Source: an optimization exercise on an open RTL-to-GDS flow (aim: small area). Production flows keep margins and buffers that such runs may drop.
In this exercise RTL edits were held to simulation tests only and were not proved equivalent to the original.
No activity file was given, so power comes from the tool's default toggle rates.

--- run.sh ---
#!/bin/bash
# synth_recipe.tcl (not shown) runs the flow's synth.tcl, then flattens the netlist and writes it again
# the make line also repeats each setting of config.mk as NAME=value (left out here)
make -C /OpenROAD-flow-scripts/flow DESIGN_CONFIG=/design/flow/config.mk WORK_HOME=/design/flow/orfs CLKGATE_MAP_FILE= SYNTH_SCRIPT=/design/flow/synth_recipe.tcl finish
--- constraint.sdc ---
create_clock -name core_clock -period 8.0 [get_ports {clk}]
set_input_delay 1.6000 -clock core_clock [delete_from_list [all_inputs] [get_ports {clk}]]
set_output_delay 1.6000 -clock core_clock [all_outputs]
set_load 0.01 [all_outputs]
--- config.mk ---
export PLATFORM = sky130hd
export DESIGN_NAME = wb_regfile
export DESIGN_NICKNAME = wb_regfile
export VERILOG_FILES = /design/flow/design.v
export SDC_FILE = /design/flow/constraint.sdc
export NUM_CORES = 4
export LEC_CHECK = 0
export CAP_MARGIN = 20
export CORE_MARGIN = 2
export CORE_UTILIZATION = 20
export PLACE_DENSITY = 0.3
export SETUP_SLACK_MARGIN = 0.3
export SLEW_MARGIN = 20
--- design.v ---
module wb_regfile #(
   parameter logic [31:0] SP_RESET = 32'h0000_0FFC
) (
   input  logic        clk,
   input  logic        reset,
   input  logic        w_reg_ctl,
   input  logic [1:0]  mem_to_reg,
   input  logic [31:0] mem_data,
   input  logic [31:0] alu_result,
   input  logic [31:0] pc_value,
   input  logic [4:0]  w_reg_addr,
   input  logic [4:0]  rs_addr,
   input  logic [4:0]  rt_addr,
   output logic [31:0] rs_data,
   output logic [31:0] rt_data,
   output logic [31:0] wb_data,
   output logic        wb_en,
   output logic [31:0] wb_count
);
   typedef enum logic [1:0] {
      SRC_ALU  = 2'd0,
      SRC_MEM  = 2'd1,
      SRC_PC   = 2'd2,
      SRC_RSVD = 2'd3
   } wb_src_e;
   localparam int unsigned SP_INDEX = 29;
   logic [31:0] regs_q [32];
   logic [31:0] regs_d [32];
   logic [31:0] wb_count_q;
   logic [31:0] wb_count_d;
   always_comb begin
      wb_data = alu_result;
      unique case (mem_to_reg)
         SRC_ALU:  wb_data = alu_result;
         SRC_MEM:  wb_data = mem_data;
         SRC_PC:   wb_data = pc_value;
         SRC_RSVD: wb_data = alu_result;
         default:  wb_data = alu_result;
      endcase
   end
   assign wb_en    = w_reg_ctl && (w_reg_addr != 5'd0);
   assign wb_count = wb_count_q;
   always_comb begin
      for (int i = 0; i < 32; i++) begin
         regs_d[i] = (wb_en && (w_reg_addr == 5'(i))) ? wb_data : regs_q[i];
      end
      regs_d[0]  = '0;
      wb_count_d = wb_count_q + (wb_en ? 32'd1 : 32'd0);
   end
   always_ff @(posedge clk) begin
      if (reset) begin
         for (int i = 0; i < 32; i++) begin
            regs_q[i] <= (i == SP_INDEX) ? SP_RESET : 32'd0;
         end
         wb_count_q <= '0;
      end else begin
         for (int i = 0; i < 32; i++) begin
            regs_q[i] <= regs_d[i];
         end
         wb_count_q <= wb_count_d;
      end
   end
   always_comb begin
      rs_data = regs_q[rs_addr];
      rt_data = regs_q[rt_addr];
      if (rs_addr == 5'd0) begin
         rs_data = '0;
      end else if (wb_en && (rs_addr == w_reg_addr)) begin
         rs_data = wb_data;
      end
      if (rt_addr == 5'd0) begin
         rt_data = '0;
      end else if (wb_en && (rt_addr == w_reg_addr)) begin
         rt_data = wb_data;
      end
   end
endmodule
==> metrics.md, run 1 <==
| Metric | Value |
|---|---|
| Status | complete, no violations |
| Clock transition at path regs | 0.06 ns |
| Vias | 61,300 |
| Crit-path cells | clkdlybuf4s50_1, nor3_2, nand2_1, nand2_1, inv_1, or3b_1, o21a_2, buf_4, buf_4, o21ai_0, o21ai_1, clkdlybuf4s50_1 |
| Largest net degree at the start of global routing | 164 |
| Number of global-route vias before repair | 55,700 |
| Die area | 0.260 mm² |
| Internal Pwr Total | 9.15 mW |
| Layout cells sized above 1 | 11.0% |
| Pre-antenna DRT Iters | 6 |
| Post-synthesis sequential area ratio | 40.0% |
| Area of the mapped netlist | 0.0512 mm² |
| Critical Path Slowest Stage Cell | clkdlybuf4s50_1 |
| Initial antenna violation count | 72 |
| Syn_nets | 7,015 |
| Reg2reg start | wb_count_q[0]$_SDFF_PP0_ |
| Clock Sinks | 1,024 |
| Finished Core Util | 25.0% |
| Post-synth ARST share | 0% |
| Final #Nets | 7,071 |
| TritonCTS clock tree | built |
| IO Count | 245 |
| Number of library cell types mapped by synthesis | 86 |
| Starting Density | 20.1% |
| Top area cells in the synthesized netlist | dfxtp_1, nand2_1, a21oi_1 |
| Largest area contributor in the netlist | dfxtp_1 |
| Grt ovf | 0 |
| Sw power | 3.84 mW |
| Crit path max fanout | 11 |
| Slew @ Worst Pin | 1.31 ns |
| Final WL | 448,000 µm |
| H-tree Lvls | 4 |
| Logic gate share of total power | 10.7% |
| TritonCTS Buffers | 140 |
| Most frequent cells in the layout | nand2_1, dfxtp_1, a21oi_1 |
| Worst reg2reg endpoint | wb_count_q[18]$_SDFF_PP0_ |
| Hold_buf cts | 0 |
| First-pass GRT wire length | 574,000 µm |
| Setup TNS | 0 ns |
| EDFF count, synth | 0 |
| Main synth FF type | dfxtp_1 |
| Final Skew | 0.0194 ns |
| Reg power frac | 39.8% |
| PwrDens | 204 mW/mm² |
| Post-CTS Resized | 0 |
| Gr usage total | 33.2% |
| Synth-to-Final Area Change | 24.3% |
| Final HPWL DP | 285,000 µm |
| Reg2reg setup slack | 5.85 ns |
| WP data required | 6.40 ns |
| Post-layout min period | 7.33 ns |
| Finish-stage setup viols | 0 |
| Clock insertion delay at the later pin of the skew report | 0.82 ns |
| Yosys top cell area share | 40.0% |
| Die Span Y | 510 µm |
| Min-delay src | regs_q[7][15]$_SDFFE_PP0P_ |
| Clock Path Buffers | 3 |
| Core Area | 0.254 mm² |
| CP startpoint kind | input port |
| CP peak stage delay | 0.62 ns |
| DR WL/cell | 42.8 µm |
| Reg2Reg Depth | 8 |
| Chip width | 510 µm |
| Synthesized instance count | 6,895 |
| Yosys warning count | 3 |
| Setup CP Type | input port to output port |
| RSZ-0062 raised after global routing | false |
| Max-slew violations | 0 |
| Final Hold Fails | 0 |
| Number of max-cap violations | 0 |
| # port buffers | 244 |
| Clk network pwr share | 49.5% |
| Leak pwr | 22.9 nW |
| Worst hold path class | flip-flop to flip-flop |
| Synth Register Bits | 1,024 |
| Commonest non-fill, non-tap cell in the layout | nand2_1 |
| Sw Share | 29.6% |
| Hold depth | 2 |
| Routed vias/inst | 5.86 |
| Critical Path AT | 5.73 ns |
| F_max | 136 MHz |
| Worst Hold End | regs_q[7][15]$_SDFFE_PP0P_ |
| Initial DRC count | 9,464 |
| Cell row count | 185 |
| Antenna viol nets, final | 0 |
| Drc violations | 0 |
| Buffer count from post-CTS setup fixing | 0 |
| Routability cong. | 0.959 |
| Fin crit share | 91.7% |
| Maximum vdd drop | 0.204 mV |
| Average size of a mapped cell | 7.43 µm² |
| Worst slew margin | 12.8% |
| CP Capture Type | output port |
| CTS root buf | clkbuf_16 |
| Hold_ws | 0.466 ns |
==> stage by stage <==
stage | instance area (µm²) | cells | setup slack (ns) | power, mW
floorplan | 51200 | 6895 | 3.16 | 5.80
detailed placement | 59100 | 10200 | 0.730 | 6.63
global route | 63500 | 10400 | 0.628 | 13.3
global placement | 58800 | 10200 | 0.782 | 6.62
CTS | 63500 | 10400 | 0.709 | 13.0
finish | 63600 | 10500 | 0.666 | 13.0
==> worst max-delay path, delay by kind of cell <==
family,cells,cell delay [ns]
buf+inv,5,1.83
compound gates,3,1.17
simple gates,4,1.09
==> cells by family after synthesis <==
logic type | Yosys count | synth area share, %
xor+xnor | 38 | 0.650
fa+ha+maj | 4 | 0.0977
mux | 141 | 2.77
simple gates | 3061 | 27.0
buf+inv | 720 | 5.91
flops | 1024 | 40.0
compound gates | 1907 | 23.6
==> power by group through the flow <==
| stage | Clock (mW) | Sequential, mW | Combinational (mW) |
|---|---|---|---|
| final | 6.43 | 5.17 | 1.39 |
| after global routing | 6.70 | 5.17 | 1.39 |
| after CTS | 6.51 | 5.17 | 1.35 |
| after detailed placement | 0 | 5.28 | 1.34 |
| after global placement | 0 | 5.28 | 1.34 |
| after floorplan | 0 | 5.26 | 0.535 |
==> per-layer routing <==
layer  vias to the layer above  share of wire (%)  track usage, %
li1                      24600                  -               -
met1                     31000                 41            43.0
met2                      4366                 43            50.2
met3                      1282                8.8            7.51
met4                        12                7.0            19.6
met5                         -              0.017               0
==> registers in the layout, summed over array words and instances (netlist names) <==
register,count
regs_q,992
wb_count_q,32
==> final cells by class <==
class	count	area (µm²)
Antenna cell	41	103
Tap cell	3366	4210
Timing Repair Buffer	600	5580
Multi-Input combinational cell	5151	28600
Inverter	34	128
Clock buffer	202	4050
Clock inverter	40	418
Sequential cell	1024	20500
Fill cell	27800	191000
==> synth_stat cells, drive strengths merged (5+ instances only) <==
cell type / number
nand2: 1719
dfxtp: 1024
a21oi: 923
a22oi: 615
clkbuf: 510
nor2: 475
and3: 404
buf: 176
mux2i: 137
nand4: 136
a2111oi: 128
nand3: 124
o21ai: 84
nor4: 64
o31ai: 35
inv: 33
nor3: 30
a221oi: 23
nor2b: 19
xnor2: 19
xor2: 19
o21a: 14
o22ai: 14
a211o: 11
nand2b: 10
nand3b: 10
o211ai: 10
nand4b: 9
a211oi: 8
a22o: 8
a31oi: 8
nor3b: 8
or2: 8
or3b: 8
and2: 7
and3b: 7
and4: 7
a32oi: 5
==> worst max path at each step <==
stage,startpoint,slack [ns],to,depth (start not counted)
2_1_floorplan,rt_addr[3],3.16,rt_data[31],9
3_3_place_gp,rt_addr[0],0.78,rt_data[23],11
3_5_place_dp,w_reg_addr[4],0.73,rs_data[21],12
4_1_cts,w_reg_addr[4],0.71,rs_data[21],12
5_1_grt,w_reg_addr[4],0.63,rs_data[21],12
6_report,w_reg_addr[4],0.67,rs_data[21],12
==> run 2, diff against run 1 <==
==> design.v (replaced) <==
module wb_regfile #(
   parameter logic [31:0] SP_RESET = 32'h0000_0FFC
) (
   input  logic        clk,
   input  logic        reset,
   input  logic        w_reg_ctl,
   input  logic [1:0]  mem_to_reg,
   input  logic [31:0] mem_data,
   input  logic [31:0] alu_result,
   input  logic [31:0] pc_value,
   input  logic [4:0]  w_reg_addr,
   input  logic [4:0]  rs_addr,
   input  logic [4:0]  rt_addr,
   output logic [31:0] rs_data,
   output logic [31:0] rt_data,
   output logic [31:0] wb_data,
   output logic        wb_en,
   output logic [31:0] wb_count
);
   localparam int unsigned SP_INDEX = 29;
   logic [31:0] regs_q [32];
   logic [31:0] wb_count_q;
   always_comb begin
      case (mem_to_reg)
         2'd1:    wb_data = mem_data;
         2'd2:    wb_data = pc_value;
         default: wb_data = alu_result;
      endcase
   end
   assign wb_en    = w_reg_ctl && (w_reg_addr != 5'd0);
   assign wb_count = wb_count_q;
   logic [31:0] col_d;
   logic [31:0] col_sp;
   assign col_d  = wb_data & ~{32{reset}};
   assign col_sp = col_d | (SP_RESET & {32{reset}});
   logic [31:0] row_en;
   always_comb begin
      for (int i = 0; i < 32; i++) begin
         row_en[i] = reset || (wb_en && (w_reg_addr == 5'(i)));
      end
   end
   assign regs_q[0] = '0;
   for (genvar i = 1; i < 32; i++) begin : g_row
      always_ff @(posedge clk) begin
         if (row_en[i]) regs_q[i] <= (i == SP_INDEX) ? col_sp : col_d;
      end
   end
   always_ff @(posedge clk) begin
      if (reset)      wb_count_q <= '0;
      else if (wb_en) wb_count_q <= wb_count_q + 32'd1;
   end
   logic        rs_byp, rt_byp;
   logic [31:0] rs_sel, rt_sel;
   logic [31:0] slot_d [32];
   assign rs_byp = wb_en && (rs_addr == w_reg_addr);
   assign rt_byp = wb_en && (rt_addr == w_reg_addr);
   always_comb begin
      rs_sel[0] = rs_byp;
      rt_sel[0] = rt_byp;
      for (int i = 1; i < 32; i++) begin
         rs_sel[i] = !rs_byp && (rs_addr == 5'(i));
         rt_sel[i] = !rt_byp && (rt_addr == 5'(i));
      end
      slot_d[0] = wb_data;
      for (int i = 1; i < 32; i++) slot_d[i] = regs_q[i];
   end
   logic [10:0] rs_part_n [32];
   logic [10:0] rt_part_n [32];
   for (genvar b = 0; b < 32; b++) begin : g_bit
      for (genvar g = 0; g < 10; g++) begin : g_grp
         rd_aoi222 u_rs (
            .a(slot_d[3*g][b]), .b(slot_d[3*g+1][b]), .c(slot_d[3*g+2][b]),
            .sa(rs_sel[3*g]), .sb(rs_sel[3*g+1]), .sc(rs_sel[3*g+2]),
            .y_n(rs_part_n[b][g])
         );
         rd_aoi222 u_rt (
            .a(slot_d[3*g][b]), .b(slot_d[3*g+1][b]), .c(slot_d[3*g+2][b]),
            .sa(rt_sel[3*g]), .sb(rt_sel[3*g+1]), .sc(rt_sel[3*g+2]),
            .y_n(rt_part_n[b][g])
         );
      end
      rd_aoi22 u_rs_last (
         .a(slot_d[30][b]), .b(slot_d[31][b]), .sa(rs_sel[30]), .sb(rs_sel[31]),
         .y_n(rs_part_n[b][10])
      );
      rd_aoi22 u_rt_last (
         .a(slot_d[30][b]), .b(slot_d[31][b]), .sa(rt_sel[30]), .sb(rt_sel[31]),
         .y_n(rt_part_n[b][10])
      );
      assign rs_data[b] = ~&rs_part_n[b];
      assign rt_data[b] = ~&rt_part_n[b];
   end
endmodule
module rd_aoi222 (
   input  logic a,
   input  logic b,
   input  logic c,
   input  logic sa,
   input  logic sb,
   input  logic sc,
   output logic y_n
);
   assign y_n = ~((a & sa) | (b & sb) | (c & sc));
endmodule
module rd_aoi22 (
   input  logic a,
   input  logic b,
   input  logic sa,
   input  logic sb,
   output logic y_n
);
   assign y_n = ~((a & sa) | (b & sb));
endmodule
--- a/config.mk
+++ b/config.mk
@@ -8,6 +8,8 @@
 export CAP_MARGIN = 20
 export CORE_MARGIN = 2
-export CORE_UTILIZATION = 20
-export PLACE_DENSITY = 0.3
+export CORE_UTILIZATION = 40
+export PLACE_DENSITY = 0.55
 export SETUP_SLACK_MARGIN = 0.3
 export SLEW_MARGIN = 20
+export SYNTH_HIERARCHICAL = 1
+export SYNTH_MINIMUM_KEEP_SIZE = 0
==> metrics.md, run 2 <==
| Metric | Value |
|---|---|
| Leak pwr | 16.5 nW (-28%) |
| Final instance area | 0.0517 mm² (-19%) |
| RSZ-0062 raised after global routing | false |
| Compound-gate portion of the synthesized area | 19.1% (-4.5 points) |
| Synth-to-Final Area Change | 22.6% |
| Cell with the most instances after synthesis | edfxtp_1 |
| Commonest cells in the synthesized netlist | edfxtp_1, a222oi_1, nand4_1 |
| Buffer count from post-CTS setup fixing | 0 (unchanged) |
| Max-slew violations | 0 (unchanged) |
| Worst hold path class | flip-flop to flip-flop |
| Biggest register | regs_q |
| H-tree Lvls | 3 (-1) |
| WP data required | 6.40 ns (about the same) |
| Post-synthesis sequential area ratio | 72.1% (+32 points) |
| TritonCTS Buffers | 106 (-24%) |
| Initial antenna violation count | 8 (-89%) |
| PwrDens | 251 mW/mm² (+23%) |
| Max FFs per register | 992 (unchanged) |
| Clock insertion delay at the later pin of the skew report | 0.68 ns (-0.14 ns) |
| Largest area contributor in the netlist | edfxtp_1 |
| # port buffers | 244 (unchanged) |
| Antenna viol nets, final | 0 (unchanged) |
| Die Span Y | 329 µm (-36%) |
| F_max | 129 MHz (-5.6%) |
| IO Count | 245 (unchanged) |
| CP Capture Type | output port |
| Number of global-route vias before repair | 31,600 (-43%) |
| Cell row count | 119 (-36%) |
| CP peak stage delay | 0.66 ns (+0.04 ns) |
| Final #Nets | 3,090 (-56%) |
| Drc violations | 0 (unchanged) |
| Syn_nets | 2,624 (-63%) |
| Total Power | 13.0 mW (-0.24%) |
| Status | complete, no violations |
| Critical Path AT | 6.17 ns (+0.44 ns) |
| Final WL | 170,000 µm (-62%) |
| Average size of a mapped cell | 16.8 µm² (+130%) |
| Hold_buf cts | 0 (unchanged) |
| Crit path max fanout | 25 (+14) |
| Largest net degree at the start of global routing | 73 (-55%) |
| Slew @ Worst Pin | 1.21 ns (-0.0988 ns) |
| Post-Synth Simple-Gate Area | 7.21% (-20 points) |
| Fin crit share | 97.1% (+5.4 points) |
| Top area cells in the synthesized netlist | edfxtp_1, a222oi_1, nand4_1 |
| Vias | 32,600 (-47%) |
| Fill cells | 8,774 (-68%) |
| Synthesized instance count | 2,505 (-64%) |
| CP startpoint kind | input port |
| Starting Density | 40.2% (+20 points) |
| Final WS setup | 0.231 ns (-0.435 ns) |
| Main synth FF type | edfxtp_1 |
| Reg2reg setup slack | 5.51 ns (-0.34 ns) |
| Hold depth | 2 (unchanged) |
| Area of the mapped netlist | 0.0422 mm² (-18%) |
| Clock Sinks | 1,024 (unchanged) |
| Top Registers | regs_q x992, wb_count_q x32 |
| Number of max-cap violations | 0 (unchanged) |
| TritonCTS clock tree | built |
| EDFF count, synth | 992 (+992) |
| Initial DRC count | 7,656 (-19%) |
| Post-synthesis adder-cell area fraction | 0.0890% (-0.0087 points) |
| Mux cell area share after synthesis | 0.397% (-2.4 points) |
| Post-DP Area | 0.0483 mm² (-18%) |
| Most frequent cells in the layout | edfxtp_1, a222oi_1, clkdlybuf4s50_1 |
| Final HPWL DP | 103,000 µm (-64%) |
| Clock Path Buffers | 3 (unchanged) |
| Final Skew | 0.00845 ns (-0.0110 ns) |
| CTS root buf | clkbuf_16 |
| Largest family of logic cells by synthesized area | compound AO/OA/AOI/OAI gates |
| Synth Register Bits | 1,024 (unchanged) |
| Pre-CTS setup slack | 0.452 ns (-0.279 ns) |
| Commonest non-fill, non-tap cell in the layout | edfxtp_1 |
| Worst slew margin | 19.6% (+6.8 points) |
| Post-layout min period | 7.77 ns (+0.435 ns) |
| Chip width | 329 µm (-36%) |
| Die area | 0.108 mm² (-58%) |
| Reg2Reg Depth | 4 (-4) |
| Routability cong. | 0.927 (-3.4%) |
| Grt ovf | 0 (unchanged) |
| Min-delay src | wb_count_q[13]$_SDFFE_PP0P_ |
| Crit-path cells | clkdlybuf4s50_1, or3_1, o21ai_2, nor4_2, buf_4, nor3_2, buf_4, a222oi_1, nand4_1, nor2_1, nand4_1, clkdlybuf4s50_1 |
| Layout cells sized above 1 | 17.3% (+6.3 points) |
| Placed Instances | 4,254 (-58%) |
| Reg2reg start | wb_count_q[6]$_SDFFE_PP0P_ |
| Maximum vdd drop | 0.172 mV (-16%) |
| Clock transition at path regs | 0.06 ns (about the same) |
| Worst Hold End | wb_count_q[13]$_SDFFE_PP0P_ |
| Gr usage total | 30.6% (-2.6 points) |
| Worst reg2reg endpoint | wb_count_q[17]$_SDFFE_PP0P_ |
| Hold_ws | 0.517 ns (+0.0517 ns) |
| Crit path buffers/inverters | 4 (-1) |
| Critical Path Slowest Stage Cell | nor3_2 |
| Fin cells | 4,448 (-57%) |
| Core Area | 0.105 mm² (-59%) |
| Pre-antenna DRT Iters | 14 (+8) |
| Number of library cell types mapped by synthesis | 50 (-42%) |
| Yosys warning count | 13 (+10) |
| Yosys top cell area share | 70.6% (+31 points) |
| Setup CP Type | input port to output port |
| First-pass GRT wire length | 235,000 µm (-59%) |
| DR WL/cell | 38.3 µm (-11%) |
| Post-CTS Resized | 0 (unchanged) |
| Finish-stage setup viols | 0 (unchanged) |
| Routed vias/inst | 7.33 (+25%) |
| Finished Core Util | 49.3% (+24 points) |
| XOR/XNOR share of the synthesized area | 0.291% (-0.36 points) |
| CP delay by family, top | simple AND/OR/NAND/NOR gates |
| Setup TNS | 0 ns (unchanged) |
| Post-synth ARST share | 0% (unchanged) |
| Final Hold Fails | 0 (unchanged) |
[run 2: changes by cell type in the layout (fill, tap and decap cells not counted), sizes merged, moves of 403 or more]
cell / change
a21oi: -900
a222oi: +638
a22oi: -519
and3: -403
dfxtp: -992
edfxtp: +992
nand2: -1678
[run 2: layout make-up]
cell class                      instances  area (µm²)  area share [%]
Sequential cell                      1024       30400            58.8
Multi-Input combinational cell       1397       12100            23.4
Timing Repair Buffer                  421        3960            7.65
Clock buffer                          147        2970            5.75
Tap cell                             1391        1740            3.37
Clock inverter                         46         452           0.873
Inverter                               21        78.8           0.152
Antenna cell                            1        2.50         0.00484
[run 2: per-layer routing]
metal  vias to the layer above  part of all wire (%)  track usage [%]
met5                         -                 0.023                0
met4                         6                   6.9             19.2
met3                       483                    13             6.60
met2                      2847                    45             46.9
met1                     16300                    35             39.6
li1                      13000                     -                -
[run 2: where the power goes]
group	internal (mW)	switching [mW]
clock network	2.82	2.07
registers	6.49	0.269
logic	0.422	0.893
total	9.73	3.23
[run 2: Yosys stat by module, one instance, submodules excluded]
module / flops+latches / area, µm²
wb_regfile: 1024 / 35000
rd_aoi222: 0 / 10.0
rd_aoi22: 0 / 12.5
[run 2: how the worst max path moves through the flow]
| stage | startpoint | to | slack [ns] | cells past startpoint |
|---|---|---|---|---|
| 5_1_grt | rs_addr[4] | rs_data[22] | 0.32 | 13 |
| 3_5_place_dp | w_reg_addr[4] | rt_data[9] | 0.45 | 12 |
| 6_report | w_reg_addr[4] | rt_data[11] | 0.23 | 12 |
| 3_3_place_gp | w_reg_addr[4] | rt_data[3] | 0.43 | 13 |
| 4_1_cts | w_reg_addr[4] | rt_data[1] | 0.44 | 12 |
| 2_1_floorplan | w_reg_addr[4] | rt_data[0] | 0.38 | 9 |
[run 2: logic make-up (layout without fill, tap and decap cells)]
logic type      after synthesis  in the layout
fa+ha+maj                     3              3
mux                          15             15
compound gates              830            830
buf+inv                      84            635
simple gates                535            535
xor+xnor                     14             14
other cells                   0              1
flops                      1024           1024
[run 2: worst reg2reg max path, stage by stage, from the launching register on]
cell     delay [ns]
dfxtp_1        0.41
nand4_1        0.70
or4_1          0.76
or4_1          0.41
a21oi_1        0.14

what the ideal ports hide:
How much do the figures lean on ideal ports? The routed layouts below were timed once more, with nothing changed but the port constraints. Step 1, drivers: a clkbuf_16 drives clk and a buf_2 each remaining input, both assumed. Step 2 moves the port delays by t, midway between the first and last clock arrival at a register: inputs arrive t later, outputs are due t later. That takes back most of the time a late clock gives input paths. Slacks: ideal ports / drivers / drivers and shift; pairs: ideal ports / drivers.
| run | shift t [ns] | setup WS [ns] | cell pins on the clock port's net |
|---|---|---|---|
| run 1 | 0.913 | 0.666 / 0.564 / 0.564 | 1 |
| run 2 | 0.748 | 0.231 / 0.210 / 0.210 | 1 |
After both steps every run listed still meets setup and hold. For run 1, which loses most, drivers alone change the setup slack by -0.102 ns; drivers and shift together by -0.102 ns.
